This design comes from an exercise in tuning for small area and a short achievable clock period on the open sky130 flow, not from production work.
The RTL was checked by simulation tests, not by an equivalence proof against the original design.
Power and IR drop assume default switching activity.

## wip/lagoon
// reg_bank_32x32
module reg_bank_32x32
(
  input  logic                          clk,
  input  logic                          rst,
  input  logic                          wr_en,
  input  regfile_pkg::reg_addr_t        wr_addr,
  input  regfile_pkg::reg_data_t        wr_data,
  input  regfile_pkg::reg_addr_t        rs_addr,
  input  regfile_pkg::reg_addr_t        rt_addr,
  input  regfile_pkg::reg_addr_t        dbg_addr,
  output regfile_pkg::reg_data_t        rs_data,
  output regfile_pkg::reg_data_t        rt_data,
  output regfile_pkg::reg_data_t        dbg_data,
  output logic [WR_COUNT_W-1:0]         wr_count
);
clock: 6.0 ns
lec_check: 0
cap_margin: 20
core_margin: 2
core_utilization: 35
cts_cluster_diameter: 75
cts_cluster_size: 24
place_density: 0.55
setup_slack_margin: 1.3
slew_margin: 20
synth_hierarchical: 1
synth_minimum_keep_size: 0
standard.sh (not shown) runs the stock make flow with config.mk's settings and CLKGATE_MAP_FILE= SYNTH_SCRIPT=/design/flow/synth_recipe.tcl, a recipe that flattens the netlist after the stock synthesis.
==> flow/flow/run.sh <==
#!/bin/bash
# Own flow: the standard layout (standard.sh, all steps unchanged), with
# one difference: the input and output ports are buffered with buf_2 cells
# instead of the delay buffers that buffer_ports picks by default. Every
# port still gets its own buffer. make's full output goes to
# flow_standard.log in the work folder; each ORFS step keeps its own log
# under orfs/logs/.
set -euo pipefail
export BUFFER_PORTS_ARGS="-buffer_cell sky130_fd_sc_hd__buf_2"
bash standard.sh > flow_standard.log 2>&1
> inputs changed (wip/lagoon -> wip/nickel)
- PLACE_DENSITY now 0.62, was 0.55
- CORE_UTILIZATION now 45, was 35
Results
wip/nickel: done, clean on timing, DRC and antenna
Against wip/lagoon, wip/nickel reports a post-route minimum period that is higher.
Met2 routed wirelength delta for wip/nickel relative to wip/lagoon: 8.7% lower
Sequential share of power, wip/nickel and wip/lagoon: lower on wip/lagoon
wip/lagoon → wip/nickel: post-route core utilization shows an increase of 10 points; share of cell area taken by multi-input logic gates shows an increase of 0.38 points; height of the chip shows a reduction of about 12%.
The register clock-pin slew on the reported worst setup and hold paths on wip/lagoon is in line with that on wip/nickel.
Compared wip/nickel vs wip/lagoon, and H-tree level count is down in wip/nickel.
## Diff of input files: wip/sierra against wip/nickel
- CORE_UTILIZATION changed from 45 to 35
- PLACE_DENSITY changed from 0.62 to 0.55
- CTS_CLUSTER_SIZE changed from 24 to 20
- CTS_CLUSTER_DIAMETER changed from 75 to 60
- SETUP_SLACK_MARGIN changed from 1.3 to 1.0
==> flow/run.sh (new file) <==
#!/bin/bash
# synth_recipe.tcl (not shown) runs the flow's synth.tcl, then flattens the netlist and writes it again
# the make line also repeats each setting of config.mk as NAME=value (left out here)
make -C /OpenROAD-flow-scripts/flow DESIGN_CONFIG=/design/flow/config.mk WORK_HOME=/design/flow/orfs CLKGATE_MAP_FILE= SYNTH_SCRIPT=/design/flow/synth_recipe.tcl finish
removed: flow/flow/run.sh
removed: flow/standard.sh
## What came out
- Compared with wip/nickel, in wip/sierra TritonCTS buffer count went up; starting density of the core has decreased; slack of the critical path decreased by 0.43 ns relative to the old numbers.
- Compared with wip/nickel, wip/sierra shows a higher clock share of power.
The inputs of wip/tundra differ from those of wip/sierra as listed below.
==> flow/flow/run.sh (new file) <==
#!/bin/bash
# Own flow: the standard layout (standard.sh, all steps unchanged), with
# one difference: the input and output ports are buffered with buf_2 cells
# instead of the delay buffers that buffer_ports picks by default. Every
# port still gets its own buffer. make's full output goes to
# flow_standard.log in the work folder; each ORFS step keeps its own log
# under orfs/logs/.
set -euo pipefail
export BUFFER_PORTS_ARGS="-buffer_cell sky130_fd_sc_hd__buf_2"
bash standard.sh > flow_standard.log 2>&1
==> flow/standard.sh (new file) <==
#!/bin/bash
# synth_recipe.tcl (not shown) runs the flow's synth.tcl, then flattens the netlist and writes it again
# the make line also repeats each setting of config.mk as NAME=value (left out here)
make -C /OpenROAD-flow-scripts/flow DESIGN_CONFIG=/design/flow/config.mk WORK_HOME=/design/flow/orfs CLKGATE_MAP_FILE= SYNTH_SCRIPT=/design/flow/synth_recipe.tcl "${@:-finish}"
removed: flow/run.sh
Results
Going from wip/sierra to wip/tundra, clock buffer count in the final layout increased by 1 relative to the old numbers, worst setup slack increased by 0.15 ns relative to the old numbers, clock-cell share of area increased by 0.55 points relative to the old numbers. Looking at first element of the critical path, the rs_addr[2] result is from wip/tundra; the rt_addr[1] one comes from wip/sierra.


lane 1:
Starting RTL as in the previous note.
clock: 6.0 ns
lec_check: 0
cap_margin: 20
core_margin: 2
core_utilization: 35
cts_cluster_diameter: 75
cts_cluster_size: 24
place_density: 0.55
setup_slack_margin: 2.0
slew_margin: 20
synth_hierarchical: 1
synth_minimum_keep_size: 0
==> flow/flow/run.sh <==
#!/bin/bash
# Own flow: the standard layout (standard.sh, all steps unchanged), with
# one difference: the input and output ports are buffered with buf_2 cells
# instead of the delay buffers that buffer_ports picks by default. Every
# port still gets its own buffer. make's full output goes to
# flow_standard.log in the work folder; each ORFS step keeps its own log
# under orfs/logs/.
set -euo pipefail
export BUFFER_PORTS_ARGS="-buffer_cell sky130_fd_sc_hd__buf_2"
bash standard.sh > flow_standard.log 2>&1
What lane 2 does differently from lane 1 at the input level:
Settings: a change of CORE_UTILIZATION from 35 to 45; a change of SETUP_SLACK_MARGIN from 2.0 to 1.45; a change of PLACE_DENSITY from 0.55 to 0.62.
Results
- Diff lane 1 -> lane 2: cell area has decreased, via count saw a decrease, non-clock buffer instance count of the final layout decreased by about 40% relative to the old numbers, critical path data arrival time has increased.
- Compared to lane 1, lane 2 shows a narrower setup margin.
- Lane 2 does worse than lane 1 on setup slack after placement.


Starting RTL as in the previous note.
export LEC_CHECK = 0
export CAP_MARGIN = 20
export CORE_MARGIN = 2
export CORE_UTILIZATION = 35
export CTS_CLUSTER_DIAMETER = 75
export CTS_CLUSTER_SIZE = 24
export PLACE_DENSITY = 0.55
export SETUP_SLACK_MARGIN = 1.6
export SLEW_MARGIN = 20
export SYNTH_HIERARCHICAL = 1
export SYNTH_MINIMUM_KEEP_SIZE = 0
create_clock -name core_clock -period 6.0 [get_ports {clk}]
Scripts as last shown in full above: flow/flow/run.sh
Edit:
- CTS_CLUSTER_DIAMETER: 75 -> 90
- CTS_CLUSTER_SIZE: 24 -> 30
- SETUP_SLACK_MARGIN: 1.6 -> 1.0
What happened: The changed run went through all stages and came out clean; design area falls by about 7%; count of clock-buffer cells in the layout falls by 28; critical path depth stays the same; total power falls by 8.9%; worst setup slack degrades by 0.51 ns; fmax falls by about 10%; final cell count falls by about 2%.
Edit:
- CORE_UTILIZATION: 35 -> 45
- CTS_CLUSTER_DIAMETER: 90 -> 75
- CTS_CLUSTER_SIZE: 30 -> 24
- PLACE_DENSITY: 0.55 -> 0.62
- SETUP_SLACK_MARGIN: 1.0 -> 1.8
Final area is higher by roughly a tenth; worst hold slack is worse by 0.016 ns; setup slack improved by 0.58 ns; combinational power grows by about a fifth; routed wire length barely changes; sequential share of layout area is lower by 4.7 points; core utilization grows by 16 points; synthesized area stays the same; total power increases by a few percent.

==> static timing again, ports no longer ideal <==
Ports are ideal in the flow. The routed layouts listed here were re-timed in OpenROAD. Step 1, drivers: a clkbuf_16 drives clk and a buf_2 each remaining input, both assumed. Step 2 times the ports against the registers' clock, not the clock port: input delays grow and output delays shrink by t, the midpoint of the rising clock arrivals with the driver on. a / b / c = ideal / step 1 / step 2; a / b = the first two.
run | shift t [ns] | setup WS [ns] | hold slack, ns | latest minus earliest clock arrival (ns) | worst register clock-pin slew, ns
wip/lagoon | 0.779 | 1.205 / 1.076 / 1.076 | 0.508 / 0.508 / 0.508 | 0.043 / 0.042 | 0.10 / 0.10
wip/nickel | 0.813 | 1.186 / 1.143 / 1.143 | 0.523 / 0.523 / 0.523 | 0.043 / 0.044 | 0.10 / 0.10
wip/sierra | 0.804 | 0.753 / 0.696 / 0.696 | 0.501 / 0.501 / 0.501 | 0.061 / 0.062 | 0.08 / 0.08
wip/tundra | 0.802 | 0.903 / 0.733 / 0.733 | 0.509 / 0.509 / 0.509 | 0.054 / 0.054 | 0.08 / 0.08
lane 1 | 0.792 | 1.493 / 1.300 / 1.300 | 0.505 / 0.505 / 0.505 | 0.037 / 0.037 | 0.10 / 0.10
lane 2 | 0.810 | 1.319 / 1.286 / 1.286 | 0.523 / 0.523 / 0.523 | 0.041 / 0.041 | 0.10 / 0.10
the first run of note 3 | 0.774 | 1.421 / 1.259 / 1.259 | 0.490 / 0.490 / 0.490 | 0.045 / 0.044 | 0.10 / 0.10
the second run of note 3 | 0.798 | 0.908 / 0.750 / 0.750 | 0.515 / 0.515 / 0.515 | 0.034 / 0.033 | 0.12 / 0.12
the third run of note 3 | 0.799 | 1.487 / 1.315 / 1.315 | 0.499 / 0.499 / 0.499 | 0.043 / 0.043 | 0.10 / 0.10
After both steps every run listed still meets setup and hold. For lane 1, which loses most, drivers alone change the setup slack by -0.193 ns; drivers and shift together by -0.193 ns.
